This is an optimization exercise on Yosys and OpenROAD, whose aim is small area and few clock cycles per item, not a production implementation. Function was checked by simulation only, so behaviour that the tests miss may differ from the original. Power is estimated from default activity; no workload was simulated.

`design/flow/config.mk`:
```
export PLATFORM = sky130hd
export DESIGN_NAME = group_reversal_reorder
export DESIGN_NICKNAME = group_reversal_reorder
export VERILOG_FILES = /design/flow/design.v
export SDC_FILE = /design/flow/constraint.sdc
export NUM_CORES = 4
export LEC_CHECK = 0
export CAP_MARGIN = 0
export CORE_MARGIN = 2
export CORE_UTILIZATION = 75
export PLACE_DENSITY = 0.85
export SETUP_SLACK_MARGIN = 0.05
export SLEW_MARGIN = 0
export SYNTH_HIERARCHICAL = 1
export SYNTH_MINIMUM_KEEP_SIZE = 0
```
`design/flow/constraint.sdc`:
```
create_clock -name core_clock -period 5.0 [get_ports {clk}]
set_input_delay 1.0000 -clock core_clock [delete_from_list [all_inputs] [get_ports {clk}]]
set_output_delay 1.0000 -clock core_clock [all_outputs]
set_load 0.01 [all_outputs]
```
`design/flow/design.v`:
```
package grr_pkg;
    localparam int CFG_W = 5;
    localparam int DATA_W = 32;
    typedef struct packed {
        logic bank;    
        logic rev;     
        logic fin;     
    } grp_flags_t;
endpackage
module grr_sel8 (
    input  logic [7:0] sel,
    input  logic [7:0] d,
    output logic       y
);
    assign y = |(sel & d);
endmodule
module grr_or2 (
    input  logic a,
    input  logic b,
    output logic y
);
    assign y = a || b;
endmodule
module grr_dec16 (
    input  logic [3:0]  x,
    output logic [15:0] y
);
    logic [3:0] lo_n;
    logic [3:0] hi_n;
    grr_pre4 u_lo (.x (x[1:0]), .y_n (lo_n));
    grr_pre4 u_hi (.x (x[3:2]), .y_n (hi_n));
    for (genvar i = 0; i < 16; i++)
    begin : g_out
        grr_nor2 u_nor (.a (lo_n[i % 4]), .b (hi_n[i / 4]), .y (y[i]));
    end
endmodule
module grr_dec16e (
    input  logic [3:0]  x,
    input  logic        en,
    output logic [15:0] y
);
    logic [3:0] lo_n;
    logic [3:0] hi_n;
    grr_pre4e u_lo (.x (x[1:0]), .en (en), .y_n (lo_n));
    grr_pre4  u_hi (.x (x[3:2]), .y_n (hi_n));
    for (genvar i = 0; i < 16; i++)
    begin : g_out
        grr_nor2 u_nor (.a (lo_n[i % 4]), .b (hi_n[i / 4]), .y (y[i]));
    end
endmodule
module grr_pre4 (
    input  logic [1:0] x,
    output logic [3:0] y_n
);
    always_comb
    begin
        for (int k = 0; k < 4; k++)
        begin
            y_n[k] = (x != 2'(k));
        end
    end
endmodule
module grr_pre4e (
    input  logic [1:0] x,
    input  logic       en,
    output logic [3:0] y_n
);
    always_comb
    begin
        for (int k = 0; k < 4; k++)
        begin
            y_n[k] = !(en && (x == 2'(k)));
        end
    end
endmodule
module grr_nor2 (
    input  logic a,
    input  logic b,
    output logic y
);
    assign y = !(a || b);
endmodule
module group_reversal_reorder #(
    parameter int MAX_GROUP = 16
) (
    input  logic                       clk,
    input  logic                       rst_n,
    input  logic                       cfg_we,
    input  logic [grr_pkg::CFG_W-1:0]  cfg_wdata,
    input  logic                       in_valid,
    output logic                       in_stall,
    input  logic signed [31:0]         value,
    input  logic                       last,
    output logic                       out_valid,
    input  logic                       out_stall,
    output logic signed [31:0]         value_res,
    output logic                       run_last,
    output logic                       stream_end
);
    localparam int AW = $clog2(MAX_GROUP);
    logic [grr_pkg::DATA_W-1:0] mem [MAX_GROUP];
    logic [AW-1:0]  szm1_reg;
    logic [AW-1:0]  szm1_new;
    logic [AW-1:0]  wpos_reg;
    logic           wdir_reg;
    logic [AW-1:0]  wcnt_reg;       
    logic [AW-1:0]  wslot;
    logic           cvalid_reg;
    logic [AW-1:0]  rpos_reg;
    logic           rdir_reg;
    logic [AW-1:0]  rend_reg;       
    logic           rfin_reg;
    logic [AW-1:0]  rslot;
    logic           nvalid_reg;
    logic [AW-1:0]  npos_reg;
    logic           ndir_reg;
    logic [AW-1:0]  nend_reg;       
    logic           nfin_reg;
    logic           take;
    logic           rdone;
    logic           accept;
    logic           size_hit;
    logic           close;
    logic           flip;
    logic [AW-1:0]  cdist;
    logic [AW-1:0]  ndist;
    logic           cbusy;
    logic           nbusy;
    logic           q_block;
    logic [AW-1:0]  gpos;
    logic [AW-1:0]  d_pos;
    logic [AW-1:0]  d_end;
    logic           d_dir;
    assign wslot = wpos_reg ^ {AW{wdir_reg}};
    assign rslot = rpos_reg ^ {AW{rdir_reg}};
    assign take  = cvalid_reg && !out_stall;
    assign rdone = take && (rpos_reg == rend_reg);
    assign szm1_new = (cfg_wdata == '0) ? '0
                    : (cfg_wdata > grr_pkg::CFG_W'(MAX_GROUP)) ? AW'(MAX_GROUP - 1)
                    : AW'(cfg_wdata - grr_pkg::CFG_W'(1));
    assign size_hit = (wcnt_reg >= szm1_reg);
    assign close    = size_hit || last;
    assign flip = size_hit && (szm1_reg >= AW'(MAX_GROUP / 2));
    assign cdist = wpos_reg ^ {AW{wdir_reg ^ rdir_reg}};
    assign ndist = wpos_reg ^ {AW{wdir_reg ^ ndir_reg}};
    assign cbusy = cvalid_reg && ((cdist == rpos_reg) ? !take : (cdist == rend_reg));
    assign nbusy = nvalid_reg && ((ndist == npos_reg) || (ndist == nend_reg));
    assign q_block  = close && nvalid_reg && !rdone;
    assign in_stall = cbusy || nbusy || q_block;
    assign accept   = in_valid && !in_stall;
    assign gpos  = wpos_reg - wcnt_reg;    
    assign d_pos = size_hit ? ~wpos_reg : gpos;
    assign d_end = size_hit ? ~gpos : wpos_reg;
    assign d_dir = size_hit ? !wdir_reg : wdir_reg;
    always_ff @(posedge clk or negedge rst_n)
    begin
        if (!rst_n)
        begin
            szm1_reg   <= '0;
            wpos_reg   <= '0;
            wdir_reg   <= 1'b0;
            wcnt_reg   <= '0;
            cvalid_reg <= 1'b0;
            nvalid_reg <= 1'b0;
        end
        else
        begin
            if (cfg_we)
            begin
                szm1_reg <= szm1_new;
            end
            if (!cvalid_reg || rdone)
            begin
                cvalid_reg <= nvalid_reg || (accept && close);
            end
            if (accept && close && (nvalid_reg || (cvalid_reg && !rdone)))
            begin
                nvalid_reg <= 1'b1;
            end
            else if (!cvalid_reg || rdone)
            begin
                nvalid_reg <= 1'b0;
            end
            if (accept)
            begin
                wcnt_reg <= close ? '0 : (wcnt_reg + AW'(1));
                if (close && flip)
                begin
                    wpos_reg <= ~wpos_reg;
                    wdir_reg <= !wdir_reg;
                end
                else
                begin
                    wpos_reg <= wpos_reg + AW'(1);
                end
            end
        end
    end
    always_ff @(posedge clk)
    begin
        if (!cvalid_reg || rdone)
        begin
            if (nvalid_reg)
            begin
                rpos_reg <= npos_reg;
                rdir_reg <= ndir_reg;
                rend_reg <= nend_reg;
                rfin_reg <= nfin_reg;
            end
            else
            begin
                rpos_reg <= d_pos;
                rdir_reg <= d_dir;
                rend_reg <= d_end;
                rfin_reg <= last;
            end
        end
        else if (take)
        begin
            rpos_reg <= rpos_reg + AW'(1);
        end
        if (accept && close)
        begin
            npos_reg <= d_pos;
            ndir_reg <= d_dir;
            nend_reg <= d_end;
            nfin_reg <= last;
        end
    end
    logic [MAX_GROUP-1:0] wsel;
    grr_dec16e u_wdec (.x (wslot), .en (accept), .y (wsel));
    always_ff @(posedge clk)
    begin
        for (int i = 0; i < MAX_GROUP; i++)
        begin
            if (wsel[i])
            begin
                mem[i] <= value;
            end
        end
    end
    logic [MAX_GROUP-1:0] rsel;
    grr_dec16 u_rdec (.x (rslot), .y (rsel));
    for (genvar b = 0; b < grr_pkg::DATA_W; b++)
    begin : g_rd
        logic [MAX_GROUP-1:0] col;
        logic [1:0]           half;
        for (genvar i = 0; i < MAX_GROUP; i++)
        begin : g_col
            assign col[i] = mem[i][b];
        end
        grr_sel8 u_lo (.sel (rsel[7:0]),  .d (col[7:0]),  .y (half[0]));
        grr_sel8 u_hi (.sel (rsel[15:8]), .d (col[15:8]), .y (half[1]));
        grr_or2  u_or (.a (half[0]), .b (half[1]), .y (value_res[b]));
    end
    assign out_valid  = cvalid_reg;
    assign run_last   = (rpos_reg == rend_reg);
    assign stream_end = (rpos_reg == rend_reg) && rfin_reg;
endmodule
```
`design/flow/flow/run.sh`:
```
#!/bin/bash
# Layout flow: the standard ORFS flow (standard.sh, unchanged synthesis), with two
# changes passed as ORFS variables:
#  - port buffers use the smallest buffer cell (every input and output still gets one);
#  - clock tree synthesis uses large clock buffers over large sink clusters and no dummy loads.
# make's full output goes to flow_make.log; each ORFS step keeps its own log under orfs/logs/.
set -euo pipefail
export BUFFER_PORTS_ARGS="-buffer_cell sky130_fd_sc_hd__buf_1"
export CTS_ARGS="-sink_clustering_enable -repair_clock_nets -dont_use_dummy_load -buf_list sky130_fd_sc_hd__clkbuf_8 -sink_clustering_size 16 -sink_clustering_max_diameter 50"
bash standard.sh finish > flow_make.log 2>&1
```
`design/flow/standard.sh`:
```
#!/bin/bash
# synth_recipe.tcl (not shown) runs the flow's synth.tcl, then flattens the netlist and writes it again
# the make line also repeats each setting of config.mk as NAME=value (left out here)
make -C /OpenROAD-flow-scripts/flow DESIGN_CONFIG=/design/flow/config.mk WORK_HOME=/design/flow/orfs CLKGATE_MAP_FILE= SYNTH_SCRIPT=/design/flow/synth_recipe.tcl "${@:-finish}"
```
==> impl_metrics.py, run 1 <==
metrics = {
    "floorplan": {
        "die-height_microns": 169,
        "dieArea_sq_um": 28700,
        "placeableCoreArea_sq_um": 27000,
        "floorplan.initialDensity": 0.762,
        "io_pins": 79,
        "chipWidth_microns": 169,
        "fp-row-count": 60,
    },
    "logic_synthesis": {
        "synth.net_count": 1205,
        "asr_flop_ratio_synth": 0.0274,
        "synth-edff-count": 532,
        "yosys_warnings": 11,
        "synth.ff_latch_count": 547,
        "yosysSeqAreaShare": 0.796,
        "synthDistinctLibCells": 59,
        "post_synth.cell_area_avg_sq_um": 17.9,
        "netlist_instances": 1150,
        "synth_area_sq_um": 20500,
        "dominantRegCellSynth": "sky130_fd_sc_hd__edfxtp_1",
    },
    "final_layout": {
        "largest_reg_flops": 512,
        "largest_register": "mem",
        "num-nets-final": 1337,
        "mostFrequentLayoutCells": "532 x sky130_fd_sc_hd__edfxtp_1, 256 x sky130_fd_sc_hd__a22oi_1, 78 x sky130_fd_sc_hd__buf_1",
        "drive_above_1_share": 0.0852,
        "final_core_utilization": 0.824,
        "final-instance-count-excl-fill": 1622,
        "area_growth_syn_to_fin_pct": 8.18,
        "commonest_non_fill_non_tap_cell_in_the_layout": "sky130_fd_sc_hd__edfxtp_1",
    },
    "worst_setup_path": {
        "setup.worst_path.class": "register to primary output",
        "critical_path_buf_inv_count": 1,
        "timing.critical_path.slowest_stage_cell": "sky130_fd_sc_hd__nor2_4",
        "worst_path_max_stage_delay_ns": 0.93,
        "kind_of_end_point_of_the_critical_path": "primary output",
        "worst_path_dominant_cell_family": "simple AND/OR/NAND/NOR gates",
        "timing.critical_path.required_ns": 4.00,
        "crit_chain": "xor2_1 -> nand2b_1 -> nor2_4 -> a22oi_1 -> nand4_1 -> or2_1 -> buf_1",
        "cp_max_fo": 32,
        "cp_data_arrival_time_ns": 3.57,
        "worst_setup_path_start_kind": "register",
    },
    "clock_tree": {
        "clock_tree_from_tritoncts": "done",
        "clk_root_buffer_cell": "sky130_fd_sc_hd__clkbuf_8",
        "h-tree-depth": 2,
        "cts_sinks": 547,
        "clk_latency_ns": 0.59,
        "number_of_buffers_on_the_longest_clock_path": 3,
        "cts_post_setup_buffers_inserted": 0,
        "postCtsResizedCells": 0,
        "cts_inserted_buffers": 42,
        "clk_pin_slew_worst_paths_ns": 0.09,
        "holdBufCountCts": 0,
    },
    "sta": {
        "final_critical_path_setup_slack_ns": 0.429,
        "maxSlewHeadroom": 0.269,
        "grt_setup_unrepaired": "false",
        "timing.final.crit_share": 0.914,
        "setup_tns_ns": 0,
        "finalMaxSlewViolations": 0,
        "fin_crit_ns": 4.57,
        "finalClockSkew_ns": 0.0341,
        "timing.hold.ws_ns": 0.482,
        "tightest_slew_ns": 1.09,
        "fmax_mhz": 219,
        "timing_hold_violations_final": 0,
        "final-setup-viol-count": 0,
    },
    "flow_run": {
        "drv.max_cap_violation_count": 0,
    },
    "drt": {
        "total_number_of_vias": 11800,
        "met2_wirelength_mm": 23.6,
        "drt_iter0_markers": 1477,
        "post_drt_via_cell_ratio": 7.27,
        "route.met3.wl_mm": 4.54,
        "routed_metal_1_wirelength_mm": 16.7,
        "detail_route.wl_per_cell_microns": 28.8,
        "ant_nets": 0,
        "drt_first_pass_iters": 5,
        "drt_wl_total_mm": 46.7,
        "remaining_drc_errors": 0,
        "uppermost_metal_layer_occupied_by_signal_nets": "met4",
    },
    "placement": {
        "hpwl_mm": 28.6,
        "gp_congestion": 0.878,
        "place.port_buffers": 78,
        "dp_cells": 1579,
        "pre_cts_ws_ns": 0.901,
    },
    "power": {
        "p_int_w": 0.00731,
        "power.switching_fraction": 0.327,
        "clock_power_share": 0.184,
        "power_density_nw_per_um2": 489,
        "total_net_switching_power_w": 0.00356,
        "power.share.sequential": 0.535,
        "combPwrFrac": 0.280,
        "power_leakage_nw": 6.76,
        "vdd_drop_max_v": 0.000418,
    },
    "global_routing": {
        "grt_antenna_before_repair": 1,
        "grt_pass1_wl_mm": 69.9,
        "grt_usage": 0.336,
        "grt_overflow_total": 0,
        "grt_max_degree": 33,
        "grt_pass1_vias": 11900,
    },
    "outcome": {
        "run_status": "no timing/DRC/antenna violations",
    },
    "min_path": {
        "min_path_type": "input port to asynchronous set/reset pin",
    },
}
==> worst reg2reg max path, delay by kind of cell (launching register included) <==
kind | cells | cell delay (ns)
AND/OR/NAND/NOR | 4 | 1.29
AO/OA/AOI/OAI | 3 | 1.19
buffers and inverters | 3 | 0.64
flip-flops | 1 | 0.45
adder cells (fa/ha/maj) | 1 | 0.26
==> kinds of logic (layout without fill, tap and decap cells) <==
group,Yosys count,count (layout),share of synthesized area
AOI/OAI and AO/OA,300,300,0.109
and+or+nand+nor,207,207,0.0562
xor gates and xnor gates,40,40,0.0171
other,0,1,0
DFF,547,547,0.796
muxes,12,12,0.00646
adders and majority gates,13,13,0.00816
buffers and inverters,31,161,0.00700
==> power by group through the flow <==
stage | sequential, W | combinational, W | clock (W)
2_1_floorplan | 0.00578 | 0.00191 | 0
3_3_place_gp | 0.00589 | 0.00291 | 0
3_5_place_dp | 0.00592 | 0.00301 | 0
4_1_cts | 0.00582 | 0.00303 | 0.00203
5_1_grt | 0.00586 | 0.00327 | 0.00216
6_report | 0.00582 | 0.00305 | 0.00200
==> metal layers <==
metal | GRT usage | vias up
li1 | - | 5014
met1 | 0.451 | 5854
met2 | 0.567 | 793
met3 | 0.0560 | 134
met4 | 0.124 | 0
met5 | 0 | -
==> layout make-up <==
class                      instances  area, sq um
sequential                       547        16400
fill                            1271         4730
multi-input combinational        572         4280
clock buffer                      42          578
timing repair buffer              99          500
tap                              341          427
inverter                          20         75.1
antenna                            1         2.50
==> Yosys cell counts, types with 2 or more instances <==
cell,instances,area [sq um]
sky130_fd_sc_hd__xor2_1,18,158
sky130_fd_sc_hd__a22oi_1,256,1920
sky130_fd_sc_hd__clkbuf_1,2,7.51
sky130_fd_sc_hd__nand3_1,6,30.0
sky130_fd_sc_hd__mux2i_1,5,50.1
sky130_fd_sc_hd__and2_1,5,31.3
sky130_fd_sc_hd__xnor2_1,22,193
sky130_fd_sc_hd__nor4_1,3,18.8
sky130_fd_sc_hd__ha_1,11,138
sky130_fd_sc_hd__nor2_1,45,169
sky130_fd_sc_hd__o21a_1,3,22.5
sky130_fd_sc_hd__or2_1,35,219
sky130_fd_sc_hd__a31oi_1,3,18.8
sky130_fd_sc_hd__o2bb2ai_1,2,17.5
sky130_fd_sc_hd__or3_1,2,12.5
sky130_fd_sc_hd__a21oi_1,10,50.1
sky130_fd_sc_hd__a211oi_1,2,15.0
sky130_fd_sc_hd__edfxtp_1,532,16000
sky130_fd_sc_hd__o21ai_0,9,45.0
sky130_fd_sc_hd__mux2_2,6,67.6
sky130_fd_sc_hd__inv_1,19,71.3
sky130_fd_sc_hd__o2111ai_1,2,17.5
sky130_fd_sc_hd__buf_2,3,15.0
sky130_fd_sc_hd__nand4_1,70,438
sky130_fd_sc_hd__nand3b_1,3,22.5
sky130_fd_sc_hd__nand2b_1,7,43.8
sky130_fd_sc_hd__nor3_1,2,10.0
sky130_fd_sc_hd__dfrtp_1,15,375
sky130_fd_sc_hd__buf_4,2,15.0
sky130_fd_sc_hd__or4_1,2,15.0
sky130_fd_sc_hd__nand2_1,19,71.3
sky130_fd_sc_hd__buf_6,2,22.5
==> Yosys stat by module (local to each module, per instance), a selection <==
module                  times used  cells
group_reversal_reorder           1    750
grr_sel8                        64      5
grr_pre4e                        1      4
grr_pre4                         3      4
grr_or2                         32      1
grr_nor2                        32      1
==> path summary, 6_finish.rpt <==
check,startpoint,endpoint,slack [ns],depth (start not counted)
worst min-delay path,rst_n,wpos_reg[1],0.48,1
min in group core_clock,szm1_reg[1],szm1_reg[1],0.57,2
worst min register to register,szm1_reg[1],szm1_reg[1],0.57,2
worst max-delay path,rpos_reg[2],value_res[13],0.43,7
worst max register to register,wcnt_reg[0],mem[3][26],0.83,11
max in group asynchronous,rst_n,wpos_reg[2],3.99,1
==> metrics by stage <==
stage	power (W)	cell area, sq um
5_1_grt	0.0113	22200
3_5_place_dp	0.00893	21600
3_3_place_gp	0.00880	21600
2_1_floorplan	0.00770	20500
6_report	0.0109	22200
4_1_cts	0.0109	22200
Testbench counts, summed over its fixed seeds: cycles 49,519, words 41,157.
==> inputs of run 2 (changes only) <==
--- a/design/flow/design.v
+++ b/design/flow/design.v
@@ -7,12 +7,27 @@
         logic fin;     
     } grp_flags_t;
 endpackage
-module grr_sel8 (
-    input  logic [7:0] sel,
-    input  logic [7:0] d,
-    output logic       y
-);
-    assign y = |(sel & d);
+module grr_sel3n (
+    input  logic [2:0] sel,
+    input  logic [2:0] d,
+    output logic       y_n
+);
+    assign y_n = !(|(sel & d));
+endmodule
+module grr_nand2 (
+    input  logic a,
+    input  logic b,
+    output logic y
+);
+    assign y = !(a && b);
+endmodule
+module grr_nand3 (
+    input  logic a,
+    input  logic b,
+    input  logic c,
+    output logic y
+);
+    assign y = !(a && b && c);
 endmodule
 module grr_or2 (
     input  logic a,
@@ -249,9 +264,15 @@
         begin : g_col
             assign col[i] = mem[i][b];
         end
-        grr_sel8 u_lo (.sel (rsel[7:0]),  .d (col[7:0]),  .y (half[0]));
-        grr_sel8 u_hi (.sel (rsel[15:8]), .d (col[15:8]), .y (half[1]));
-        grr_or2  u_or (.a (half[0]), .b (half[1]), .y (value_res[b]));
+        logic [5:0] part_n;      
+        for (genvar k = 0; k < 5; k++)
+        begin : g_tri
+            grr_sel3n u_sel (.sel (rsel[3*k+2:3*k]), .d (col[3*k+2:3*k]), .y_n (part_n[k]));
+        end
+        grr_nand2 u_last (.a (rsel[15]), .b (col[15]), .y (part_n[5]));
+        grr_nand3 u_lo (.a (part_n[0]), .b (part_n[1]), .c (part_n[2]), .y (half[0]));
+        grr_nand3 u_hi (.a (part_n[3]), .b (part_n[4]), .c (part_n[5]), .y (half[1]));
+        grr_or2   u_or (.a (half[0]), .b (half[1]), .y (value_res[b]));
     end
     assign out_valid  = cvalid_reg;
     assign run_last   = (rpos_reg == rend_reg);
--- a/design/flow/config.mk
+++ b/design/flow/config.mk
@@ -7,8 +7,9 @@
 export LEC_CHECK = 0
 export CAP_MARGIN = 0
 export CORE_MARGIN = 2
-export CORE_UTILIZATION = 75
-export PLACE_DENSITY = 0.85
+export CORE_UTILIZATION = 80
+export GPL_TIMING_DRIVEN = 0
+export PLACE_DENSITY = 0.9
 export SETUP_SLACK_MARGIN = 0.05
 export SLEW_MARGIN = 0
 export SYNTH_HIERARCHICAL = 1
==> impl_metrics.py, run 2 <==
metrics = {
    "logic_synthesis": {
        "synth.ff_latch_count": 547,
        "ys_top_cells_by_count": "532 x sky130_fd_sc_hd__edfxtp_1, 160 x sky130_fd_sc_hd__a222oi_1, 70 x sky130_fd_sc_hd__nand3_1",
        "post_synth.cell_area_avg_sq_um": 18.7,
        "asr_flop_ratio_synth": 0.0274,
        "yosys_warnings": 11,
        "yosysSeqAreaShare": 0.807,
        "synth_area_sq_um": 20300,
        "synth.net_count": 1141,
        "synth_top_area_frac": 0.789,
        "ys_top_cells_by_area": "sky130_fd_sc_hd__edfxtp_1 79%, sky130_fd_sc_hd__a222oi_1 7.9%, sky130_fd_sc_hd__dfrtp_1 1.9%",
        "synthDistinctLibCells": 59,
        "synthMostInstantiatedCell": "sky130_fd_sc_hd__edfxtp_1",
        "synth_top_cell_by_area": "sky130_fd_sc_hd__edfxtp_1",
        "synth-edff-count": 532,
        "dominantRegCellSynth": "sky130_fd_sc_hd__edfxtp_1",
        "netlist_instances": 1086,
    },
    "floorplan": {
        "placeableCoreArea_sq_um": 25000,
        "fp-row-count": 58,
        "chipWidth_microns": 163,
        "io_pins": 79,
        "dieArea_sq_um": 26600,
        "die-height_microns": 163,
        "floorplan.initialDensity": 0.809,
    },
    "worst_setup_path": {
        "worstReg2RegStart": "wcnt_reg[0]",
        "setup.worst_path.class": "register to primary output",
        "timing.critical_path.required_ns": 4.00,
        "cp_max_fo": 20,
        "worst_setup_path_start_kind": "register",
        "kind_of_end_point_of_the_critical_path": "primary output",
        "timing.critical_path.from": "rpos_reg[0]",
        "cp_data_arrival_time_ns": 3.64,
    },
    "flow_run": {
        "drv.max_cap_violation_count": 0,
    },
    "clock_tree": {
        "cts_inserted_buffers": 42,
        "clock_tree_from_tritoncts": "done",
        "h-tree-depth": 2,
        "cts_sinks": 547,
        "clk_pin_slew_worst_paths_ns": 0.11,
        "number_of_buffers_on_the_longest_clock_path": 3,
        "postCtsResizedCells": 0,
        "clk_latency_ns": 0.59,
        "clk_root_buffer_cell": "sky130_fd_sc_hd__clkbuf_8",
        "holdBufCountCts": 0,
        "cts_post_setup_buffers_inserted": 0,
    },
    "outcome": {
        "run_status": "no timing/DRC/antenna violations",
    },
    "power": {
        "power_density_nw_per_um2": 504,
        "vdd_drop_max_v": 0.000440,
        "power_leakage_nw": 7.06,
    },
    "drt": {
        "detail_route.wl_per_cell_microns": 34.8,
        "drt_iter0_markers": 2749,
        "drt_wl_total_mm": 54.6,
        "post_drt_via_cell_ratio": 8.17,
        "drt_first_pass_iters": 8,
        "total_number_of_vias": 12800,
        "ant_nets": 0,
        "remaining_drc_errors": 0,
    },
    "placement": {
        "place.port_buffers": 78,
        "dp_cells": 1526,
        "gp_congestion": 0.855,
        "hpwl_mm": 31.0,
    },
    "sta": {
        "maxSlewHeadroom": 0.405,
        "grt_setup_unrepaired": "false",
        "finalClockSkew_ns": 0.0738,
        "final-setup-viol-count": 0,
        "tightest_slew_ns": 0.893,
        "fin_crit_ns": 4.64,
        "timing_hold_violations_final": 0,
        "timing.final.crit_share": 0.928,
        "fmax_mhz": 215,
        "finalMaxSlewViolations": 0,
        "setup_tns_ns": 0,
    },
    "global_routing": {
        "gr-usage-met2": 0.683,
        "grt_max_degree": 26,
        "globalRouteMet3Util": 0.111,
        "grt_overflow_total": 0,
        "grt_usage": 0.427,
        "grt_pass1_wl_mm": 80.1,
        "gr-usage-met1": 0.553,
        "grt_pass1_vias": 12900,
        "grt_antenna_before_repair": 0,
        "grt.busiest_layer": "met2",
    },
    "min_path": {
        "min_path_type": "input port to asynchronous set/reset pin",
    },
    "final_layout": {
        "largest_register": "mem",
        "num-nets-final": 1295,
        "final-instance-count-excl-fill": 1569,
        "multi_input_logic_area_sq_um": 4000,
        "largest_reg_flops": 512,
        "mostFrequentLayoutCells": "532 x sky130_fd_sc_hd__edfxtp_1, 160 x sky130_fd_sc_hd__a222oi_1, 79 x sky130_fd_sc_hd__buf_1",
        "register_area_sq_um": 16400,
        "drive_above_1_share": 0.103,
        "commonest_non_fill_non_tap_cell_in_the_layout": "sky130_fd_sc_hd__edfxtp_1",
        "num-fill-cells": 826,
        "area_growth_syn_to_fin_pct": 11.1,
    },
}
[run 2: cell families (layout without fill, tap and decap cells)]
logic type      count (synthesis)  in the layout  synth area share
xor+xnor                       40             40            0.0173
flops                         547            547             0.807
mux                            12             12           0.00655
buf+inv                        31            183           0.00710
fa+ha+maj                      13             13           0.00828
compound gates                204            204            0.0947
simple gates                  239            239            0.0590
other cells                     0              1                 0
[run 2: Yosys stat by module (local to each module, per instance), excerpt]
module | area, sq um | flops+latches
group_reversal_reorder | 17800 | 547
grr_nand2 | 3.75 | 0
grr_nand3 | 5.00 | 0
grr_nor2 | 3.75 | 0
grr_or2 | 6.26 | 0
grr_pre4 | 22.5 | 0
grr_pre4e | 28.8 | 0
grr_sel3n | 10.0 | 0
[run 2: layout make-up]
type | count | area share
sequential | 547 | 0.727
multi-input combinational | 508 | 0.178
timing repair buffer | 110 | 0.0448
clock buffer | 42 | 0.0257
tap | 330 | 0.0184
inverter | 20 | 0.00334
buffer | 11 | 0.00306
antenna | 1 | 0.000111
[run 2: metrics by stage]
step                      hold slack (ns)  power (W)  setup slack [ns]  utilization  cell area [sq um]
final                               0.523     0.0113             0.358        0.899              22500
after global routing                0.579     0.0116             0.279        0.899              22500
after CTS                           0.521     0.0112             0.491        0.899              22500
after detailed placement            0.534    0.00918             0.541        0.876              21900
after global placement              0.529    0.00860             -1.08        0.837              21000
after floorplan                     0.499    0.00771             0.639            -              20300
[run 2: report_power, final]
| part | internal, W | total, W | switching, W |
|---|---|---|---|
| clock network | 0.000755 | 0.00206 | 0.00130 |
| registers | 0.00557 | 0.00576 | 0.000192 |
| logic | 0.00119 | 0.00353 | 0.00234 |
| total | 0.00751 | 0.0113 | 0.00384 |
[run 2: worst max-delay path, stage by stage, from the launching register on]
cell and delay (ns):
sky130_fd_sc_hd__edfxtp_1 0.41, sky130_fd_sc_hd__clkbuf_2 0.20, sky130_fd_sc_hd__xor2_1 0.41, sky130_fd_sc_hd__nand2b_1 0.49
sky130_fd_sc_hd__nor2_4 0.23, sky130_fd_sc_hd__buf_16 0.24, sky130_fd_sc_hd__a222oi_1 0.50, sky130_fd_sc_hd__nand3_1 0.14
sky130_fd_sc_hd__or2_1 0.31, sky130_fd_sc_hd__buf_1 0.15
[run 2: path summary, 6_finish.rpt]
path | to | slack [ns] | cells past startpoint
max | value_res[21] | 0.36 | 9
min | szm1_reg[0] | 0.52 | 1
max reg2reg | mem[8][17] | 0.36 | 11
min reg2reg | rfin_reg | 0.55 | 1
max in group asynchronous | wpos_reg[2] | 3.88 | 1
min in group core_clock | rfin_reg | 0.55 | 1
[run 2: layer usage]
layer | vias up | routed length (microns)
li1 | 4946 | -
met1 | 6043 | 15800
met2 | 1483 | 26200
met3 | 339 | 8980
met4 | 0 | 3610
met5 | - | 0
Testbench counts of run 2, summed over its fixed seeds: cycles 49,519, words 41,157.
==> inputs of run 3 (changes only) <==
--- a/design/flow/config.mk
+++ b/design/flow/config.mk
@@ -7,9 +7,8 @@
 export LEC_CHECK = 0
 export CAP_MARGIN = 0
 export CORE_MARGIN = 2
-export CORE_UTILIZATION = 80
-export GPL_TIMING_DRIVEN = 0
-export PLACE_DENSITY = 0.9
+export CORE_UTILIZATION = 75
+export PLACE_DENSITY = 0.85
 export SETUP_SLACK_MARGIN = 0.05
 export SLEW_MARGIN = 0
 export SYNTH_HIERARCHICAL = 1
==> impl_metrics.py, run 3 <==
metrics = {
    "clock_tree": {
        "cts_post_setup_buffers_inserted": 0,
        "number_of_buffers_on_the_longest_clock_path": 3,
        "cts_sinks": 547,
        "holdBufCountCts": 0,
        "postCtsResizedCells": 0,
        "clk_latency_ns": 0.57,
        "cts_inserted_buffers": 44,
        "h-tree-depth": 2,
        "clk_pin_slew_worst_paths_ns": 0.10,
        "clk_root_buffer_cell": "sky130_fd_sc_hd__clkbuf_8",
        "clock_tree_from_tritoncts": "done",
    },
    "global_routing": {
        "grt_pass1_vias": 11800,
        "grt_pass1_wl_mm": 69.8,
        "grt_max_degree": 33,
        "grt_antenna_before_repair": 0,
        "grt_usage": 0.334,
        "grt_overflow_total": 0,
    },
    "logic_synthesis": {
        "post_synth_fa_ha_maj_area_fraction": 0.00828,
        "synth_area_sq_um": 20300,
        "ys_top_cells_by_area": "sky130_fd_sc_hd__edfxtp_1 79%, sky130_fd_sc_hd__a222oi_1 7.9%, sky130_fd_sc_hd__dfrtp_1 1.9%",
        "synth-compound-area-share": 0.0947,
        "post_synth.cell_area_avg_sq_um": 18.7,
        "synth_top_cell_by_area": "sky130_fd_sc_hd__edfxtp_1",
        "yosys_warnings": 11,
        "dominantRegCellSynth": "sky130_fd_sc_hd__edfxtp_1",
        "synth_top_family_by_area": "compound AO/OA/AOI/OAI gates",
        "synth.net_count": 1141,
        "post_synth_xor_area_fraction": 0.0173,
        "synthMostInstantiatedCell": "sky130_fd_sc_hd__edfxtp_1",
        "yosysSeqAreaShare": 0.807,
        "synth.ff_latch_count": 547,
        "synth_top_area_frac": 0.789,
        "synth_simple_gate_area_frac": 0.0590,
        "synth-edff-count": 532,
        "asr_flop_ratio_synth": 0.0274,
        "netlist_instances": 1086,
        "synth.mux.area_fraction": 0.00655,
        "synthDistinctLibCells": 59,
        "ys_top_cells_by_count": "532 x sky130_fd_sc_hd__edfxtp_1, 160 x sky130_fd_sc_hd__a222oi_1, 70 x sky130_fd_sc_hd__nand3_1",
    },
    "worst_setup_path": {
        "r2r.worst_path.cells": 11,
        "critical_path.reg2reg.endpoint": "mem[8][5]",
        "timing.critical_path.required_ns": 4.00,
        "setup.worst_path.class": "register to primary output",
        "critical_path_buf_inv_count": 1,
        "kind_of_end_point_of_the_critical_path": "primary output",
        "worst_path_dominant_cell_family": "simple AND/OR/NAND/NOR gates",
        "crit_chain": "xor2_1 -> nand2b_1 -> nor2_4 -> a222oi_1 -> nand3_1 -> or2_1 -> buf_1",
        "timing.critical_path.slowest_stage_cell": "sky130_fd_sc_hd__nor2_4",
        "cp_data_arrival_time_ns": 3.59,
        "worst-r2r-setup-slack_ns": 0.77,
        "worst_setup_path_start_kind": "register",
        "cp_max_fo": 32,
        "worstReg2RegStart": "wcnt_reg[0]",
        "worst_path_max_stage_delay_ns": 0.92,
    },
    "power": {
        "power_leakage_nw": 6.86,
        "combPwrFrac": 0.280,
        "power.switching_fraction": 0.327,
        "power_density_nw_per_um2": 499,
        "clock_power_share": 0.187,
        "power.share.sequential": 0.532,
        "vdd_drop_max_v": 0.000399,
        "p_int_w": 0.00737,
        "total_net_switching_power_w": 0.00357,
    },
    "sta": {
        "fin_crit_ns": 4.59,
        "setup_tns_ns": 0,
        "grt_setup_unrepaired": "false",
        "fmax_mhz": 218,
        "finalClockSkew_ns": 0.0470,
        "final-setup-viol-count": 0,
        "maxSlewHeadroom": 0.270,
        "finalMaxSlewViolations": 0,
        "timing.final.crit_share": 0.917,
        "tightest_slew_ns": 1.09,
        "timing_hold_violations_final": 0,
    },
    "drt": {
        "ant_nets": 0,
        "drt_wl_total_mm": 46.3,
        "remaining_drc_errors": 0,
        "drt_iter0_markers": 2132,
        "drt_first_pass_iters": 9,
        "detail_route.wl_per_cell_microns": 29.7,
        "total_number_of_vias": 11700,
        "post_drt_via_cell_ratio": 7.51,
    },
    "floorplan": {
        "fp-row-count": 60,
        "chipWidth_microns": 168,
        "dieArea_sq_um": 28300,
        "die-height_microns": 168,
        "floorplan.initialDensity": 0.758,
        "placeableCoreArea_sq_um": 26700,
        "io_pins": 79,
    },
    "final_layout": {
        "num-nets-final": 1275,
        "mostFrequentLayoutCells": "532 x sky130_fd_sc_hd__edfxtp_1, 160 x sky130_fd_sc_hd__a222oi_1, 78 x sky130_fd_sc_hd__buf_1",
        "commonest_non_fill_non_tap_cell_in_the_layout": "sky130_fd_sc_hd__edfxtp_1",
        "final_core_utilization": 0.821,
        "drive_above_1_share": 0.0911,
        "largest_reg_flops": 512,
        "n_antenna_cell": 0,
        "area_growth_syn_to_fin_pct": 8.29,
        "largest_register": "mem",
        "final_area_sq_um": 21900,
    },
    "min_path": {
        "min_path_type": "input port to asynchronous set/reset pin",
    },
    "placement": {
        "place.port_buffers": 78,
        "area_after_detailed_placement_sq_um": 21300,
        "hpwl_mm": 27.6,
        "gp_congestion": 0.830,
    },
    "flow_run": {
        "drv.max_cap_violation_count": 0,
    },
    "outcome": {
        "run_status": "no timing/DRC/antenna violations",
    },
}
==> run 3: worst max path at each step <==
stage / slack (ns) / to / cells past startpoint / startpoint
floorplan: 0.64 / mem[0][0] / 10 / wcnt_reg[0]
global placement: 0.97 / mem[8][9] / 11 / wcnt_reg[0]
detailed placement: 0.82 / mem[8][5] / 11 / wcnt_reg[0]
CTS: 0.47 / value_res[21] / 7 / rpos_reg[0]
global route: 0.27 / value_res[21] / 7 / rdir_reg
finish: 0.41 / value_res[19] / 7 / rpos_reg[1]
==> run 3: worst register-to-register path: cells and delay by family (launching register included) <==
| kind | cells | cell delay (ns) |
|---|---|---|
| buffers and inverters | 3 | 0.57 |
| adder cells (fa/ha/maj) | 1 | 0.26 |
| AND/OR/NAND/NOR | 4 | 1.52 |
| flip-flops | 1 | 0.44 |
| AO/OA/AOI/OAI | 3 | 1.17 |
==> run 3: routing by layer <==
| layer | track usage | vias to the layer above | part of all wire |
|---|---|---|---|
| met3 | 0.0632 | 141 | 0.12 |
| met2 | 0.543 | 933 | 0.49 |
| met5 | 0 | - | 0 |
| met1 | 0.466 | 5736 | 0.35 |
| met4 | 0.119 | 0 | 0.033 |
| li1 | - | 4891 | - |
==> run 3: layout make-up <==
type / instances / area [sq um]
clock buffer: 44 / 606
tap: 341 / 427
multi-input combinational: 508 / 4000
inverter: 20 / 75.1
sequential: 547 / 16400
fill: 1288 / 4790
timing repair buffer: 99 / 475
==> run 3: kinds of logic (layout without fill, tap and decap cells) <==
family | count (synthesis) | in the layout
buffers and inverters | 31 | 163
DFF | 547 | 547
muxes | 12 | 12
adders and majority gates | 13 | 13
AOI/OAI and AO/OA | 204 | 204
xor gates and xnor gates | 40 | 40
and+or+nand+nor | 239 | 239
==> run 3: stage by stage <==
step	setup slack [ns]	std cells	total power (W)	hold slack, ns
2_1_floorplan	0.639	1086	0.00771	0.499
3_3_place_gp	0.971	1515	0.00878	0.537
3_5_place_dp	0.815	1515	0.00893	0.541
4_1_cts	0.468	1559	0.0109	0.518
5_1_grt	0.269	1559	0.0114	0.569
6_report	0.413	1559	0.0109	0.512
==> run 3: modules after synthesis (local to each module, per instance), a selection <==
| module | times used | cell area [sq um] |
|---|---|---|
| grr_nand3 | 64 | 5.00 |
| grr_or2 | 32 | 6.26 |
| grr_pre4 | 3 | 22.5 |
| grr_sel3n | 160 | 10.0 |
| group_reversal_reorder | 1 | 17800 |
| grr_nor2 | 32 | 3.75 |
| grr_nand2 | 32 | 3.75 |
| grr_pre4e | 1 | 28.8 |
==> run 3: power by group through the flow <==
stage                     registers [W]  clock network (W)  logic (W)
final                           0.00582            0.00205    0.00307
after global placement          0.00589                  0    0.00289
after CTS                       0.00582            0.00207    0.00303
after detailed placement        0.00592                  0    0.00301
after global routing            0.00586            0.00222    0.00329
after floorplan                 0.00578                  0    0.00193
==> inputs of run 4 (changes only) <==
--- a/design/flow/config.mk
+++ b/design/flow/config.mk
@@ -8,7 +8,7 @@
 export CAP_MARGIN = 0
 export CORE_MARGIN = 2
 export CORE_UTILIZATION = 75
-export PLACE_DENSITY = 0.85
+export PLACE_DENSITY = 0.92
 export SETUP_SLACK_MARGIN = 0.05
 export SLEW_MARGIN = 0
 export SYNTH_HIERARCHICAL = 1
==> impl_metrics.py, run 4 <==
metrics = {
    "outcome": {
        "run_status": "no timing/DRC/antenna violations",
    },
    "logic_synthesis": {
        "ys_top_cells_by_area": "sky130_fd_sc_hd__edfxtp_1 79%, sky130_fd_sc_hd__a222oi_1 7.9%, sky130_fd_sc_hd__dfrtp_1 1.9%",
        "dominantRegCellSynth": "sky130_fd_sc_hd__edfxtp_1",
        "yosys_warnings": 11,
        "synthDistinctLibCells": 59,
        "synth_top_family_by_area": "compound AO/OA/AOI/OAI gates",
        "synth_simple_gate_area_frac": 0.0590,
        "synth.ff_latch_count": 547,
        "synth.net_count": 1141,
        "ys_top_cells_by_count": "532 x sky130_fd_sc_hd__edfxtp_1, 160 x sky130_fd_sc_hd__a222oi_1, 70 x sky130_fd_sc_hd__nand3_1",
        "synth_area_sq_um": 20300,
        "synth_top_cell_by_area": "sky130_fd_sc_hd__edfxtp_1",
        "post_synth_fa_ha_maj_area_fraction": 0.00828,
        "synth-compound-area-share": 0.0947,
        "post_synth.cell_area_avg_sq_um": 18.7,
        "synth_top_area_frac": 0.789,
        "yosysSeqAreaShare": 0.807,
        "synth-edff-count": 532,
        "post_synth_xor_area_fraction": 0.0173,
        "synthMostInstantiatedCell": "sky130_fd_sc_hd__edfxtp_1",
        "asr_flop_ratio_synth": 0.0274,
        "netlist_instances": 1086,
        "synth.mux.area_fraction": 0.00655,
    },
    "sta": {
        "final-setup-viol-count": 0,
        "maxSlewHeadroom": 0.259,
        "tightest_slew_ns": 1.11,
        "setup_tns_ns": 0,
        "finalMaxSlewViolations": 0,
        "finalClockSkew_ns": 0.0638,
        "grt_setup_unrepaired": "false",
        "timing_hold_violations_final": 0,
        "fmax_mhz": 221,
        "timing.hold.ws_ns": 0.506,
        "timing.final.crit_share": 0.905,
        "fin_crit_ns": 4.52,
    },
    "global_routing": {
        "grt_pass1_wl_mm": 72.1,
        "gr-usage-met1": 0.470,
        "grt_usage": 0.347,
        "globalRouteMet3Util": 0.0590,
        "grt_antenna_before_repair": 1,
        "grt_pass1_vias": 12300,
        "grt_max_degree": 33,
        "grt_overflow_total": 0,
        "gr-usage-met2": 0.566,
        "grt.busiest_layer": "met2",
    },
    "final_layout": {
        "num-fill-cells": 1251,
        "final_area_sq_um": 21900,
        "num-nets-final": 1274,
        "commonest_non_fill_non_tap_cell_in_the_layout": "sky130_fd_sc_hd__edfxtp_1",
        "mostFrequentLayoutCells": "532 x sky130_fd_sc_hd__edfxtp_1, 160 x sky130_fd_sc_hd__a222oi_1, 78 x sky130_fd_sc_hd__buf_1",
        "area_growth_syn_to_fin_pct": 8.17,
        "largest_reg_flops": 512,
        "largest_register": "mem",
        "drive_above_1_share": 0.0904,
    },
    "clock_tree": {
        "number_of_buffers_on_the_longest_clock_path": 3,
        "clock_tree_from_tritoncts": "done",
        "postCtsResizedCells": 0,
        "cts_inserted_buffers": 43,
        "cts_sinks": 547,
        "h-tree-depth": 2,
        "cts_post_setup_buffers_inserted": 0,
        "holdBufCountCts": 0,
        "clk_root_buffer_cell": "sky130_fd_sc_hd__clkbuf_8",
        "clk_pin_slew_worst_paths_ns": 0.09,
        "clk_latency_ns": 0.60,
    },
    "placement": {
        "place.port_buffers": 78,
        "hpwl_mm": 27.6,
        "gp_congestion": 0.855,
        "area_after_detailed_placement_sq_um": 21300,
    },
    "power": {
        "total_net_switching_power_w": 0.00361,
        "p_int_w": 0.00735,
        "power.share.sequential": 0.532,
        "power.switching_fraction": 0.329,
        "power_density_nw_per_um2": 500,
        "power_leakage_nw": 6.85,
        "vdd_drop_max_v": 0.000465,
        "combPwrFrac": 0.282,
        "clock_power_share": 0.186,
    },
    "worst_setup_path": {
        "kind_of_end_point_of_the_critical_path": "primary output",
        "timing.critical_path.required_ns": 4.00,
        "cp_max_fo": 32,
        "worst_setup_path_start_kind": "register",
        "cp_data_arrival_time_ns": 3.52,
        "setup.worst_path.class": "register to primary output",
    },
    "drt": {
        "total_number_of_vias": 11900,
        "drt_iter0_markers": 2352,
        "ant_nets": 0,
        "detail_route.wl_per_cell_microns": 30.6,
        "drt_first_pass_iters": 10,
        "drt_wl_total_mm": 47.7,
        "post_drt_via_cell_ratio": 7.65,
        "remaining_drc_errors": 0,
    },
    "floorplan": {
        "chipWidth_microns": 168,
        "io_pins": 79,
        "fp-row-count": 60,
        "placeableCoreArea_sq_um": 26700,
        "die-height_microns": 168,
        "floorplan.initialDensity": 0.758,
        "dieArea_sq_um": 28300,
    },
    "flow_run": {
        "drv.max_cap_violation_count": 0,
    },
    "min_path": {
        "min_path_type": "input port to asynchronous set/reset pin",
    },
}
==> run 4: final timing paths <==
kind | from | cells past startpoint | to | slack, ns
max reg2reg | wcnt_reg[0] | 11 | mem[0][26] | 0.73
min | rst_n | 1 | szm1_reg[3] | 0.51
max in group asynchronous | rst_n | 1 | wpos_reg[2] | 3.94
min in group core_clock | nfin_reg | 1 | rfin_reg | 0.57
max | rpos_reg[2] | 7 | value_res[26] | 0.48
min reg2reg | nfin_reg | 1 | rfin_reg | 0.57
==> run 4: modules after synthesis, one instance, submodules excluded, a selection <==
| module | flops+latches | times used |
|---|---|---|
| grr_or2 | 0 | 32 |
| grr_pre4e | 0 | 1 |
| group_reversal_reorder | 547 | 1 |
| grr_sel3n | 0 | 160 |
| grr_nor2 | 0 | 32 |
| grr_pre4 | 0 | 3 |
| grr_nand2 | 0 | 32 |
| grr_nand3 | 0 | 64 |
==> run 4: power groups by stage <==
stage,Sequential [W],Combinational [W],Clock (W)
after floorplan,0.00578,0.00193,0
after global placement,0.00588,0.00288,0
after detailed placement,0.00593,0.00302,0
after CTS,0.00583,0.00305,0.00205
after global routing,0.00587,0.00329,0.00220
final,0.00583,0.00309,0.00204
==> run 4: stage by stage <==
step / total power (W) / std cells / utilization / setup slack (ns)
finish: 0.0110 / 1559 / 0.820 / 0.477
global route: 0.0114 / 1558 / 0.820 / 0.401
CTS: 0.0109 / 1558 / 0.820 / 0.514
detailed placement: 0.00895 / 1515 / 0.798 / 0.826
global placement: 0.00876 / 1515 / 0.798 / 1.06
floorplan: 0.00771 / 1086 / - / 0.639
==> run 4: final cells by class <==
cell class                 instances  area, sq um  area share
inverter                          20         75.1     0.00343
multi-input combinational        508         4000       0.183
sequential                       547        16400       0.746
timing repair buffer              99          463      0.0211
tap                              341          427      0.0195
antenna                            1         2.50    0.000114
clock buffer                      43          592      0.0270
==> run 4: cells by family (layout without fill, tap and decap cells) <==
group,count (synthesis),count (layout)
simple gates,239,239
other cells,0,1
flops,547,547
fa+ha+maj,13,13
compound gates,204,204
buf+inv,31,162
xor+xnor,40,40
mux,12,12
==> run 4: per-layer routing <==
metal / wire (microns) / part of all wire
met4: 2250 / 0.047
met1: 15900 / 0.33
met2: 23600 / 0.49
met3: 6000 / 0.13
met5: 0 / 0
==> run 4: critical path, stage by stage, from the launching register on <==
cell and delay (ns):
sky130_fd_sc_hd__edfxtp_1 0.52, sky130_fd_sc_hd__xor2_1 0.33, sky130_fd_sc_hd__nand2_1 0.32, sky130_fd_sc_hd__nor2_4 0.90, sky130_fd_sc_hd__a222oi_1 0.33, sky130_fd_sc_hd__nand3_1 0.23, sky130_fd_sc_hd__or2_1 0.15, sky130_fd_sc_hd__buf_1 0.17
==> inputs of run 5 (changes only) <==
--- a/design/flow/config.mk
+++ b/design/flow/config.mk
@@ -7,7 +7,7 @@
 export LEC_CHECK = 0
 export CAP_MARGIN = 0
 export CORE_MARGIN = 2
-export CORE_UTILIZATION = 75
+export CORE_UTILIZATION = 78
 export PLACE_DENSITY = 0.92
 export SETUP_SLACK_MARGIN = 0.05
 export SLEW_MARGIN = 0
==> impl_metrics.py, run 5 <==
metrics = {
    "global_routing": {
        "grt_antenna_before_repair": 2,
        "grt_overflow_total": 0,
        "grt_pass1_wl_mm": 76.3,
        "grt_usage": 0.391,
        "gr-usage-met2": 0.634,
        "globalRouteMet3Util": 0.0774,
        "grt.busiest_layer": "met2",
        "grt_max_degree": 33,
        "grt_pass1_vias": 12000,
        "gr-usage-met1": 0.554,
    },
    "sta": {
        "final-setup-viol-count": 0,
        "grt_setup_unrepaired": "false",
        "finalMaxSlewViolations": 0,
        "fin_crit_ns": 4.72,
        "setup_tns_ns": 0,
        "fmax_mhz": 212,
        "tightest_slew_ns": 1.08,
        "timing.hold.ws_ns": 0.498,
        "maxSlewHeadroom": 0.281,
        "timing.final.crit_share": 0.943,
        "finalClockSkew_ns": 0.0904,
        "timing_hold_violations_final": 0,
    },
    "logic_synthesis": {
        "yosysSeqAreaShare": 0.807,
        "dominantRegCellSynth": "sky130_fd_sc_hd__edfxtp_1",
        "asr_flop_ratio_synth": 0.0274,
        "synth_area_sq_um": 20300,
        "synth.ff_latch_count": 547,
        "synth.net_count": 1141,
        "synth-edff-count": 532,
        "yosys_warnings": 11,
        "synth_top_area_frac": 0.789,
        "netlist_instances": 1086,
        "synth_top_cell_by_area": "sky130_fd_sc_hd__edfxtp_1",
        "post_synth.cell_area_avg_sq_um": 18.7,
        "synthMostInstantiatedCell": "sky130_fd_sc_hd__edfxtp_1",
        "ys_top_cells_by_count": "532 x sky130_fd_sc_hd__edfxtp_1, 160 x sky130_fd_sc_hd__a222oi_1, 70 x sky130_fd_sc_hd__nand3_1",
        "synthDistinctLibCells": 59,
        "ys_top_cells_by_area": "sky130_fd_sc_hd__edfxtp_1 79%, sky130_fd_sc_hd__a222oi_1 7.9%, sky130_fd_sc_hd__dfrtp_1 1.9%",
    },
    "final_layout": {
        "final_core_utilization": 0.864,
        "commonest_non_fill_non_tap_cell_in_the_layout": "sky130_fd_sc_hd__edfxtp_1",
        "largest_reg_flops": 512,
        "largest_register": "mem",
        "area_growth_syn_to_fin_pct": 8.05,
        "drive_above_1_share": 0.0911,
        "num-fill-cells": 980,
        "num-nets-final": 1275,
        "mostFrequentLayoutCells": "532 x sky130_fd_sc_hd__edfxtp_1, 160 x sky130_fd_sc_hd__a222oi_1, 78 x sky130_fd_sc_hd__buf_1",
    },
    "worst_setup_path": {
        "setup.worst_path.class": "register to primary output",
        "cp_max_fo": 26,
        "r2r.worst_path.cells": 11,
        "worstReg2RegStart": "wcnt_reg[0]",
        "critical_path.reg2reg.endpoint": "mem[15][18]",
        "cp_data_arrival_time_ns": 3.72,
        "timing.critical_path.slowest_stage_cell": "sky130_fd_sc_hd__a222oi_1",
        "kind_of_end_point_of_the_critical_path": "primary output",
        "worst_path_max_stage_delay_ns": 0.63,
        "worst_setup_path_start_kind": "register",
        "timing.critical_path.required_ns": 4.00,
        "crit_chain": "xor2_1 -> nand2b_1 -> nor2_4 -> buf_4 -> a222oi_1 -> nand3_1 -> or2_1 -> buf_1",
        "worst-r2r-setup-slack_ns": 0.45,
        "timing.critical_path.from": "rdir_reg",
    },
    "floorplan": {
        "placeableCoreArea_sq_um": 25300,
        "fp-row-count": 58,
        "die-height_microns": 165,
        "io_pins": 79,
        "chipWidth_microns": 165,
        "dieArea_sq_um": 27300,
        "floorplan.initialDensity": 0.800,
    },
    "drt": {
        "drt_wl_total_mm": 51.5,
        "remaining_drc_errors": 0,
        "drt_first_pass_iters": 12,
        "drt_iter0_markers": 3110,
        "detail_route.wl_per_cell_microns": 33.2,
        "ant_nets": 0,
        "post_drt_via_cell_ratio": 8.10,
        "total_number_of_vias": 12500,
    },
    "clock_tree": {
        "cts_sinks": 547,
        "number_of_buffers_on_the_longest_clock_path": 3,
        "cts_inserted_buffers": 42,
        "clock_tree_from_tritoncts": "done",
        "postCtsResizedCells": 0,
        "holdBufCountCts": 0,
        "clk_root_buffer_cell": "sky130_fd_sc_hd__clkbuf_8",
        "clk_latency_ns": 0.60,
        "cts_post_setup_buffers_inserted": 0,
        "h-tree-depth": 2,
        "clk_pin_slew_worst_paths_ns": 0.10,
    },
    "placement": {
        "gp_congestion": 0.929,
        "hpwl_mm": 30.7,
        "place.port_buffers": 78,
    },
    "power": {
        "power_leakage_nw": 6.85,
        "vdd_drop_max_v": 0.000386,
        "power_density_nw_per_um2": 506,
    },
    "flow_run": {
        "drv.max_cap_violation_count": 0,
    },
    "min_path": {
        "min_path_type": "input port to asynchronous set/reset pin",
    },
    "outcome": {
        "run_status": "no timing/DRC/antenna violations",
    },
}
[run 5: cell counts after synthesis]
Identical to the previous run, type by type.
[run 5: cell type report]
| class | count | area [sq um] | share of cell area |
|---|---|---|---|
| Timing Repair Buffer | 101 | 465 | 0.0213 |
| Multi-Input combinational cell | 508 | 4000 | 0.183 |
| Clock buffer | 42 | 578 | 0.0264 |
| Antenna cell | 1 | 2.50 | 0.000114 |
| Tap cell | 330 | 413 | 0.0189 |
| Sequential cell | 547 | 16400 | 0.747 |
| Inverter | 20 | 75.1 | 0.00343 |
[run 5: worst max path at each step]
| stage | end | slack, ns | depth (start not counted) |
|---|---|---|---|
| finish | value_res[9] | 0.28 | 8 |
| global route | value_res[19] | 0.19 | 7 |
| CTS | value_res[26] | 0.42 | 8 |
| detailed placement | mem[15][18] | 0.66 | 11 |
| global placement | mem[15][7] | 0.98 | 11 |
| floorplan | mem[0][0] | 0.64 | 10 |
[run 5: Yosys stat by module (local to each module, per instance), excerpt]
module	area [sq um]	flops+latches	cells inside
group_reversal_reorder	17800	547	750
grr_nand2	3.75	0	1
grr_nand3	5.00	0	1
grr_nor2	3.75	0	1
grr_or2	6.26	0	1
grr_pre4	22.5	0	4
grr_pre4e	28.8	0	4
grr_sel3n	10.0	0	1
[run 5: per-layer routing]
| layer | vias to the layer above | wire, microns |
|---|---|---|
| met2 | 1400 | 25000 |
| met3 | 195 | 7710 |
| met4 | 2 | 2000 |
| met1 | 6065 | 16800 |
| li1 | 4887 | - |
| met5 | - | 12 |
[run 5: critical path: cells and delay by family (launching register included)]
| kind | cells | cell delay (ns) |
|---|---|---|
| xor gates and xnor gates | 1 | 0.33 |
| DFF | 1 | 0.53 |
| and+or+nand+nor | 4 | 1.24 |
| AOI/OAI and AO/OA | 1 | 0.63 |
| buffers and inverters | 2 | 0.40 |
[run 5: kinds of logic after synthesis]
kind of cell | share of synthesized area
compound gates | 0.0947
xor+xnor | 0.0173
fa+ha+maj | 0.00828
buf+inv | 0.00710
flops | 0.807
mux | 0.00655
simple gates | 0.0590
[run 5: stage by stage]
step	setup slack (ns)	total power, W	cells	instance area [sq um]
finish	0.284	0.0111	1549	21900
global route	0.188	0.0114	1548	21900
CTS	0.424	0.0110	1548	21900
detailed placement	0.658	0.00896	1506	21300
global placement	0.983	0.00877	1506	21300
floorplan	0.639	0.00771	1086	20300
[run 5: power by group]
| group | leakage [nW] | total, W | internal, W | switching (W) |
|---|---|---|---|---|
| Clock | 0.302 | 0.00204 | 0.000755 | 0.00129 |
| Sequential | 4.96 | 0.00584 | 0.00557 | 0.000279 |
| Combinational | 1.58 | 0.00318 | 0.00101 | 0.00216 |
| Total | 6.85 | 0.0111 | 0.00734 | 0.00373 |
==> inputs of run 6 (changes only) <==
--- a/design/flow/flow/run.sh
+++ b/design/flow/flow/run.sh
@@ -6,5 +6,5 @@
 # make's full output goes to flow_make.log; each ORFS step keeps its own log under orfs/logs/.
 set -euo pipefail
 export BUFFER_PORTS_ARGS="-buffer_cell sky130_fd_sc_hd__buf_1"
-export CTS_ARGS="-sink_clustering_enable -repair_clock_nets -dont_use_dummy_load -buf_list sky130_fd_sc_hd__clkbuf_8 -sink_clustering_size 16 -sink_clustering_max_diameter 50"
+export CTS_ARGS="-sink_clustering_enable -repair_clock_nets -dont_use_dummy_load -buf_list sky130_fd_sc_hd__clkbuf_8 -sink_clustering_size 20 -sink_clustering_max_diameter 45"
 bash standard.sh finish > flow_make.log 2>&1
--- a/design/flow/config.mk
+++ b/design/flow/config.mk
@@ -7,8 +7,8 @@
 export LEC_CHECK = 0
 export CAP_MARGIN = 0
 export CORE_MARGIN = 2
-export CORE_UTILIZATION = 78
-export PLACE_DENSITY = 0.92
+export CORE_UTILIZATION = 75
+export PLACE_DENSITY = 0.85
 export SETUP_SLACK_MARGIN = 0.05
 export SLEW_MARGIN = 0
 export SYNTH_HIERARCHICAL = 1
==> impl_metrics.py, run 6 <==
metrics = {
    "floorplan": {
        "placeableCoreArea_sq_um": 26700,
        "dieArea_sq_um": 28300,
        "io_pins": 79,
        "die-height_microns": 168,
        "chipWidth_microns": 168,
        "floorplan.initialDensity": 0.758,
        "fp-row-count": 60,
    },
    "logic_synthesis": {
        "synthMostInstantiatedCell": "sky130_fd_sc_hd__edfxtp_1",
        "synth_top_area_frac": 0.789,
        "synth_top_cell_by_area": "sky130_fd_sc_hd__edfxtp_1",
        "synth.ff_latch_count": 547,
        "synthDistinctLibCells": 59,
        "dominantRegCellSynth": "sky130_fd_sc_hd__edfxtp_1",
        "synth-edff-count": 532,
        "ys_top_cells_by_area": "sky130_fd_sc_hd__edfxtp_1 79%, sky130_fd_sc_hd__a222oi_1 7.9%, sky130_fd_sc_hd__dfrtp_1 1.9%",
        "netlist_instances": 1086,
        "asr_flop_ratio_synth": 0.0274,
        "synth_area_sq_um": 20300,
        "yosysSeqAreaShare": 0.807,
        "yosys_warnings": 11,
        "ys_top_cells_by_count": "532 x sky130_fd_sc_hd__edfxtp_1, 160 x sky130_fd_sc_hd__a222oi_1, 70 x sky130_fd_sc_hd__nand3_1",
        "synth.net_count": 1141,
        "post_synth.cell_area_avg_sq_um": 18.7,
    },
    "worst_setup_path": {
        "worst_setup_path_start_kind": "register",
        "setup.worst_path.class": "register to primary output",
        "timing.critical_path.required_ns": 4.00,
        "cp_max_fo": 30,
        "timing.critical_path.slowest_stage_cell": "sky130_fd_sc_hd__nor2_4",
        "crit_chain": "xor2_1 -> nand2b_1 -> nor2_4 -> a222oi_1 -> nand3_1 -> or2_1 -> buf_1",
        "kind_of_end_point_of_the_critical_path": "primary output",
        "worst_path_max_stage_delay_ns": 0.89,
        "cp_data_arrival_time_ns": 3.57,
    },
    "clock_tree": {
        "number_of_buffers_on_the_longest_clock_path": 3,
        "clk_pin_slew_worst_paths_ns": 0.11,
        "clk_latency_ns": 0.59,
        "clk_root_buffer_cell": "sky130_fd_sc_hd__clkbuf_8",
        "clock_tree_from_tritoncts": "done",
        "postCtsResizedCells": 0,
        "cts_post_setup_buffers_inserted": 0,
        "cts_sinks": 547,
        "h-tree-depth": 2,
        "cts_inserted_buffers": 46,
        "holdBufCountCts": 0,
    },
    "final_layout": {
        "num-fill-cells": 1292,
        "drive_above_1_share": 0.0926,
        "register_area_sq_um": 16400,
        "multi_input_logic_area_sq_um": 4000,
        "area_growth_syn_to_fin_pct": 8.44,
        "mostFrequentLayoutCells": "532 x sky130_fd_sc_hd__edfxtp_1, 160 x sky130_fd_sc_hd__a222oi_1, 78 x sky130_fd_sc_hd__buf_1",
        "commonest_non_fill_non_tap_cell_in_the_layout": "sky130_fd_sc_hd__edfxtp_1",
        "final_area_sq_um": 22000,
        "largest_register": "mem",
        "num-nets-final": 1277,
        "final_core_utilization": 0.822,
        "largest_reg_flops": 512,
    },
    "placement": {
        "area_after_detailed_placement_sq_um": 21300,
        "hpwl_mm": 27.6,
        "gp_congestion": 0.830,
        "place.port_buffers": 78,
        "pre_cts_ws_ns": 0.815,
    },
    "drt": {
        "drt_wl_total_mm": 46.3,
        "drt_first_pass_iters": 9,
        "total_number_of_vias": 11800,
        "ant_nets": 0,
        "detail_route.wl_per_cell_microns": 29.7,
        "drt_iter0_markers": 2166,
        "post_drt_via_cell_ratio": 7.56,
        "remaining_drc_errors": 0,
    },
    "sta": {
        "setup_tns_ns": 0,
        "finalClockSkew_ns": 0.0718,
        "timing_hold_violations_final": 0,
        "final-setup-viol-count": 0,
        "fin_crit_ns": 4.57,
        "timing.final.crit_share": 0.914,
        "final_critical_path_setup_slack_ns": 0.432,
        "grt_setup_unrepaired": "false",
        "finalMaxSlewViolations": 0,
        "maxSlewHeadroom": 0.271,
        "tightest_slew_ns": 1.09,
        "fmax_mhz": 219,
    },
    "global_routing": {
        "grt_pass1_wl_mm": 69.7,
        "gr-usage-met2": 0.541,
        "grt_usage": 0.333,
        "grt_pass1_vias": 11800,
        "grt.busiest_layer": "met2",
        "gr-usage-met1": 0.470,
        "grt_max_degree": 33,
        "grt_antenna_before_repair": 1,
        "grt_overflow_total": 0,
        "globalRouteMet3Util": 0.0550,
    },
    "power": {
        "vdd_drop_max_v": 0.000372,
        "power_density_nw_per_um2": 500,
        "power_leakage_nw": 6.87,
    },
    "min_path": {
        "min_path_type": "input port to asynchronous set/reset pin",
    },
    "outcome": {
        "run_status": "no timing/DRC/antenna violations",
    },
    "flow_run": {
        "drv.max_cap_violation_count": 0,
    },
}
==> run 6: cell counts after synthesis <==
No cell type changed its count.
==> run 6: layout make-up <==
type                            count  share of cell area
Sequential cell                   547               0.744
Timing Repair Buffer               99              0.0216
Tap cell                          341              0.0194
Multi-Input combinational cell    508               0.182
Antenna cell                        1            0.000114
Clock buffer                       46              0.0288
Inverter                           20             0.00342
==> run 6: worst paths after layout <==
| check | start | endpoint | slack (ns) | depth (start not counted) |
|---|---|---|---|---|
| worst max-delay path | rpos_reg[0] | value_res[8] | 0.43 | 7 |
| worst min-delay path | rst_n | wpos_reg[3] | 0.50 | 1 |
| worst max register to register | wcnt_reg[0] | mem[8][9] | 0.70 | 11 |
| worst min register to register | ndir_reg | rdir_reg | 0.55 | 2 |
| max in group asynchronous | rst_n | wpos_reg[1] | 3.89 | 1 |
| min in group core_clock | ndir_reg | rdir_reg | 0.55 | 2 |
==> run 6: cells by family after synthesis <==
family,synth area share
adders and majority gates,0.00828
AOI/OAI and AO/OA,0.0947
buffers and inverters,0.00710
muxes,0.00655
and+or+nand+nor,0.0590
DFF,0.807
xor gates and xnor gates,0.0173
==> run 6: critical path, delay by kind of cell (launching register included) <==
| kind | cells | cell delay, ns |
|---|---|---|
| compound gates | 1 | 0.30 |
| simple gates | 4 | 1.66 |
| buf+inv | 1 | 0.18 |
| xor+xnor | 1 | 0.36 |
| flops | 1 | 0.52 |
==> run 6: modules after synthesis (local to each module, per instance), excerpt <==
module / times used / cells / area [sq um] / flops+latches
grr_nand3: 64 / 1 / 5.00 / 0
grr_sel3n: 160 / 1 / 10.0 / 0
grr_nor2: 32 / 1 / 3.75 / 0
grr_nand2: 32 / 1 / 3.75 / 0
grr_or2: 32 / 1 / 6.26 / 0
group_reversal_reorder: 1 / 750 / 17800 / 547
grr_pre4: 3 / 4 / 22.5 / 0
grr_pre4e: 1 / 4 / 28.8 / 0
==> run 6: per-layer routing <==
| metal | vias to the layer above | share of wire |
|---|---|---|
| li1 | 4897 | - |
| met2 | 1016 | 0.49 |
| met5 | - | 0 |
| met3 | 115 | 0.13 |
| met1 | 5777 | 0.36 |
| met4 | 0 | 0.028 |
==> run 6: metrics by stage <==
stage	power, W	std cells	hold WS, ns
5_1_grt	0.0114	1561	0.540
6_report	0.0110	1562	0.495
3_5_place_dp	0.00893	1515	0.541
2_1_floorplan	0.00771	1086	0.499
4_1_cts	0.0110	1561	0.497
3_3_place_gp	0.00878	1515	0.537
==> run 6: where the power goes <==
part	total (W)	internal (W)	switching (W)	leakage [nW]
Sequential	0.00583	0.00557	0.000261	4.96
Clock	0.00210	0.000823	0.00127	0.331
Combinational	0.00306	0.00102	0.00205	1.58
Total	0.0110	0.00740	0.00358	6.87

[static timing again, ports no longer ideal]
In the flow no input, the clock included, has a driving cell. The finished layouts below were timed again as built, in two steps.
Step 1: set_driving_cell puts a clkbuf_16 on clk and a buf_2 on each other input, an assumption about the parent block.
Step 2 also shifts input and output timing later by t, the mid clock arrival at the registers, as if the neighbouring blocks saw the same clock.
Three values: ideal ports, drivers, drivers and shift; two values: the first two.
run | shift t [ns] | setup slack, ns | worst setup path after step 2
run 1 | 0.613 | 0.429 / 0.387 / 0.827 | register to register
run 2 | 0.601 | 0.358 / 0.311 / 0.358 | register to register
run 3 | 0.597 | 0.413 / 0.367 / 0.767 | register to register
run 4 | 0.616 | 0.477 / 0.426 / 0.734 | register to register
run 5 | 0.594 | 0.284 / 0.243 / 0.451 | register to register
run 6 | 0.599 | 0.432 / 0.388 / 0.703 | register to register
After both steps setup and hold are still met in every run listed.
